Context: an optimization exercise on an open-source flow, tuned for small area and a short achievable clock period. The choices shown serve that exercise and are no tape-out recipe.
In this exercise RTL edits were held to simulation tests only and were not proved equivalent to the original.
Power is estimated from default activity; no workload was simulated.

==> flow/design.v (excerpt) <==
module iob_plic2
#(
  parameter int unsigned ADDR_W            = 16,
  parameter int unsigned DATA_W            = 32,
  parameter int unsigned SOURCES           = 64,
  parameter int unsigned TARGETS           = 4,
  parameter int unsigned PRIORITIES        = 8,
  parameter int unsigned MAX_PENDING_COUNT = 8
) (
  input  logic                clk,
  input  logic                rst,
  input  logic                valid,
  input  logic [ADDR_W-1:0]   address,
  input  logic [DATA_W-1:0]   wdata,
  input  logic [DATA_W/8-1:0] wstrb,
  output logic [DATA_W-1:0]   rdata,
  output logic                ready,
  input  logic [SOURCES-1:0]  src,
  output logic [TARGETS-1:0]  irq
);
  logic [64:1] el_r;
  logic [64:1] ie_r   [4];
  logic [2:0]  prio_r [1:64];
  logic [2:0]  thr_r  [4];
  logic [6:0]  id_q   [4];
  logic [31:0] rdata_q;    
  logic [2:0]  rdp_q;      
  logic        cok_q;      
  logic        ready_q;
  logic        rst_q;      
  logic [64:1] gw_ip;
  logic [64:1] gw_is;
  logic        is_wr;
  logic        wr;
  logic        rd;
  logic        a_ok;
  logic        sel_cfg, sel_el, sel_ip, sel_pr, sel_ie, sel_ctx, sel_thr, sel_clm;
  logic [2:0]  wsel;       
  logic [3:0]  tsel_ie;    
  logic [3:0]  tsel_ctx;   
  logic [64:1] psel;       
  logic [3:0]  bsel;
  logic [31:0] wd;
  assign is_wr = |wstrb;
  assign wr    = valid & is_wr;
  assign rd    = valid & ~is_wr;
  ...
Size: ~970 flip-flops.
export LEC_CHECK = 0
export CAP_MARGIN = 20
export CORE_MARGIN = 2
export CORE_UTILIZATION = 40
export SLEW_MARGIN = 20
create_clock -name core_clock -period 120.0 [get_ports {clk}]
standard.sh (not shown) runs the stock make flow with config.mk's settings and CLKGATE_MAP_FILE= SYNTH_SCRIPT=/design/flow/synth_recipe.tcl, a recipe that flattens the netlist after the stock synthesis.
==> flow/flow/run.sh <==
#!/bin/bash
# Own layout flow: the standard flow (standard.sh) with
#  - synthesis mapped by ABC with an area-oriented script (flow/synth.tcl),
#  - small port buffers (buf_2) instead of delay cells,
#  - CTS without dummy loads, with clkbuf_8 buffers and sink clusters of 12,
#  - timing repair run with a setup margin, so that the slowest gates on
#    the paths from the inputs get sized up (the 120 ns clock leaves them
#    ~90 ns of slack, so the standard repair never touches them).
# Each tool's output goes to the ORFS logs under orfs/logs; make's own
# output goes to flow_make.log here.
set -euo pipefail
W=$PWD
export OWN_ABC_SCRIPT=$W/flow/abc.script
bash standard.sh \
  SYNTH_SCRIPT=$W/flow/synth.tcl \
  ABC_AREA=1 \
  "BUFFER_PORTS_ARGS=-buffer_cell sky130_fd_sc_hd__buf_2" \
  "CTS_ARGS=-sink_clustering_enable -repair_clock_nets -dont_use_dummy_load -buf_list sky130_fd_sc_hd__clkbuf_8 -sink_clustering_size 12 -sink_clustering_max_diameter 60" \
  SETUP_SLACK_MARGIN=93.9 SLEW_MARGIN=20 CAP_MARGIN=20 \
  finish > $W/flow_make.log 2>&1
==> flow/flow/abc.script <==
strash
&get -n
&st
&dch -f
&nf -R 1000
&put
topo
stime -c
==> flow/flow/synth.tcl <==
# synth_recipe.tcl with one change: the final technology mapping runs ABC with
# flow/abc.script (area-oriented &nf mapping) instead of ORFS's script. The
# flip-flops are mapped before ABC runs, so they are the standard synthesis's.
proc synth {args} { yosys synth -nofsm -noshare {*}$args }
proc abc {args} {
  set i [lsearch -exact $args -script]
  if { $i >= 0 } {
    set args [lreplace $args [expr { $i + 1 }] [expr { $i + 1 }] $::env(OWN_ABC_SCRIPT)]
  }
  yosys abc {*}$args
}
source $::env(SCRIPTS_DIR)/synth.tcl
# left out here: clear keep_hierarchy, flatten, clean up, hide names made inside functions, write 1_2_yosys.v
Edit:
--- a/flow/flow/run.sh
+++ b/flow/flow/run.sh
@@ -18,3 +18,3 @@
   "CTS_ARGS=-sink_clustering_enable -repair_clock_nets -dont_use_dummy_load -buf_list sky130_fd_sc_hd__clkbuf_8 -sink_clustering_size 12 -sink_clustering_max_diameter 60" \
-  SETUP_SLACK_MARGIN=93.9 SLEW_MARGIN=20 CAP_MARGIN=20 \
+  SETUP_SLACK_MARGIN=93.3 SLEW_MARGIN=10 CAP_MARGIN=10 \
   finish > $W/flow_make.log 2>&1
=> Now the flow completed, yet does not pass: max-slew violations; global-route usage decreases by 6.8 points; area after synthesis is unchanged; die area does not change; first-iteration DRC count went up by 9.1%; core utilization falls by 3.1 points; count of clock-buffer cells in the layout shrinks by 3; non-clock buffer count came out lower by 149.
Edit:
--- a/flow/flow/run.sh
+++ b/flow/flow/run.sh
@@ -18,3 +18,3 @@
   "CTS_ARGS=-sink_clustering_enable -repair_clock_nets -dont_use_dummy_load -buf_list sky130_fd_sc_hd__clkbuf_8 -sink_clustering_size 12 -sink_clustering_max_diameter 60" \
-  SETUP_SLACK_MARGIN=93.3 SLEW_MARGIN=10 CAP_MARGIN=10 \
+  SETUP_SLACK_MARGIN=94.2 SLEW_MARGIN=20 CAP_MARGIN=20 \
   finish > $W/flow_make.log 2>&1
The new run passed the timing, DRC and antenna checks.
Synthesized area stays the same.
Synthesized cell count is unchanged.
Final cell count climbs by 3.9%.
First-iteration DRC count shrinks by 2.3%.
Via count rises by 4.5%.
Flip-flop and latch count is unchanged.
Worst setup slack improves by 0.44 ns.
Sequential power is about the same.
Edit:
--- a/flow/flow/run.sh
+++ b/flow/flow/run.sh
@@ -18,3 +18,3 @@
   "CTS_ARGS=-sink_clustering_enable -repair_clock_nets -dont_use_dummy_load -buf_list sky130_fd_sc_hd__clkbuf_8 -sink_clustering_size 12 -sink_clustering_max_diameter 60" \
-  SETUP_SLACK_MARGIN=94.2 SLEW_MARGIN=20 CAP_MARGIN=20 \
+  SETUP_SLACK_MARGIN=93.6 SLEW_MARGIN=20 CAP_MARGIN=20 \
   finish > $W/flow_make.log 2>&1
=> The new run finished with timing, DRC and antenna clean; cell area goes down by 12%; count of clock-buffer cells in the layout shrinks by 6; area after synthesis stays the same; worst setup slack stays flat; power goes down by 3.7%; wire length came out lower by 12%; utilization fell by 6.2 points; cell count fell by 3.5%; sequential cell count is unchanged; via count goes down by 4.3%; synthesized cell count stays the same.

* * *

old:
iob_plic2, a different RTL version from the one above (not shown whole).
For scale: ~6000 cells after synthesis, ~980 flip-flops, ~160 I/O pins.
==> flow/config.mk <==
export PLATFORM = sky130hd
export DESIGN_NAME = iob_plic2
export DESIGN_NICKNAME = iob_plic2
export VERILOG_FILES = /design/flow/design.v
export SDC_FILE = /design/flow/constraint.sdc
export NUM_CORES = 4
export LEC_CHECK = 0
export CAP_MARGIN = 20
export CORE_MARGIN = 2
export CORE_UTILIZATION = 40
export SLEW_MARGIN = 20
==> flow/constraint.sdc <==
create_clock -name core_clock -period 120.0 [get_ports {clk}]
set_input_delay 24.0000 -clock core_clock [delete_from_list [all_inputs] [get_ports {clk}]]
set_output_delay 24.0000 -clock core_clock [all_outputs]
set_load 0.01 [all_outputs]
==> flow/flow/run.sh <==
#!/bin/bash
# Own layout flow: the standard flow (standard.sh) with
#  - synthesis mapped by ABC with an area-oriented script (flow/synth.tcl),
#  - small port buffers (buf_2) instead of delay cells,
#  - CTS without dummy loads, clkbuf_8 buffers and larger sink clusters,
#  - timing repair run with a setup margin, so that the slowest gates on
#    the paths from the inputs get sized up (the 120 ns clock leaves them
#    ~90 ns of slack, so the standard repair never touches them).
# Each tool's output goes to the ORFS logs under orfs/logs; make's own
# output goes to flow_make.log here.
set -euo pipefail
W=$PWD
export OWN_ABC_SCRIPT=$W/flow/abc.script
bash standard.sh \
  SYNTH_SCRIPT=$W/flow/synth.tcl \
  ABC_AREA=1 \
  "BUFFER_PORTS_ARGS=-buffer_cell sky130_fd_sc_hd__buf_2" \
  "CTS_ARGS=-sink_clustering_enable -repair_clock_nets -dont_use_dummy_load -buf_list sky130_fd_sc_hd__clkbuf_8 -sink_clustering_size 12 -sink_clustering_max_diameter 60" \
  SETUP_SLACK_MARGIN=93.6 SLEW_MARGIN=10 CAP_MARGIN=10 \
  finish > $W/flow_make.log 2>&1
Scripts as last shown in full above: flow/flow/abc.script, flow/flow/synth.tcl
## Diff of input files: new against old
--- a/flow/flow/run.sh
+++ b/flow/flow/run.sh
@@ -18,3 +18,3 @@
   "CTS_ARGS=-sink_clustering_enable -repair_clock_nets -dont_use_dummy_load -buf_list sky130_fd_sc_hd__clkbuf_8 -sink_clustering_size 12 -sink_clustering_max_diameter 60" \
-  SETUP_SLACK_MARGIN=93.6 SLEW_MARGIN=10 CAP_MARGIN=10 \
+  SETUP_SLACK_MARGIN=93.3 SLEW_MARGIN=10 CAP_MARGIN=10 \
   finish > $W/flow_make.log 2>&1
Notes after the runs:
Summary — post-cts repair resize count, new relative to old: lower, by about 20%. NOTE worst ir drop on vdd old->new decreased by a little under 10%. As far as number of port buffers goes, old and new are indistinguishable; the numbers are identical. new ended up with address[8] as its start point of the critical path; old ended up with address[7]. Run comparison: new capturing instance or port of the critical path g_gw[18].u_gw.is_q$_DFF_P_; old capturing instance or port of the critical path cok_q$_DFF_P_. new has completed all stages; timing, DRC and antenna checks passed. [compare] base=old new=new: total number of vias did not really move; count of plain and timing-repair buffers in the layout lost 13; final total power went up by 0.0088 mW; stage delay of the slowest cell on the critical path rose by 0.43 ns; total CTS buffers increased about 1.9%. new vs old, post-synthesis to final-layout area growth went down by 0.51 points.

[what the ideal ports hide]
No port has a modelled driver above. Below, the same layouts with a new extraction and two added sets of constraints. Step 1: set_driving_cell puts a clkbuf_16 on clk and a buf_2 on each other input, an assumption about the parent block. Step 2 adds t to the input delays and takes it off the output delays; t is the mean of the earliest and latest rising clock arrival at the registers after step 1. Input paths then give back, and output paths get back, about the clock's delay inside the block. a / b / c = ideal / step 1 / step 2; a / b = the first two.
run	t, ns	setup slack, ns	worst slew at a driven data input, ns	cell pins on the clock port's net
the first run of note 1	0.909	93.626 / 93.636 / 92.777	0.09	1
the second run of note 1	0.905	93.169 / 93.229 / 92.324	0.09	1
the third run of note 1	0.932	93.605 / 93.632 / 92.700	0.12	1
the fourth run of note 1	0.898	93.603 / 93.648 / 92.750	0.12	1
old	0.931	93.393 / 93.456 / 92.524	0.08	1
new	0.952	93.123 / 93.167 / 92.216	0.14	1
The setup slack of new, which loses most, moves by +0.044 ns with the drivers and by -0.907 ns with both steps.
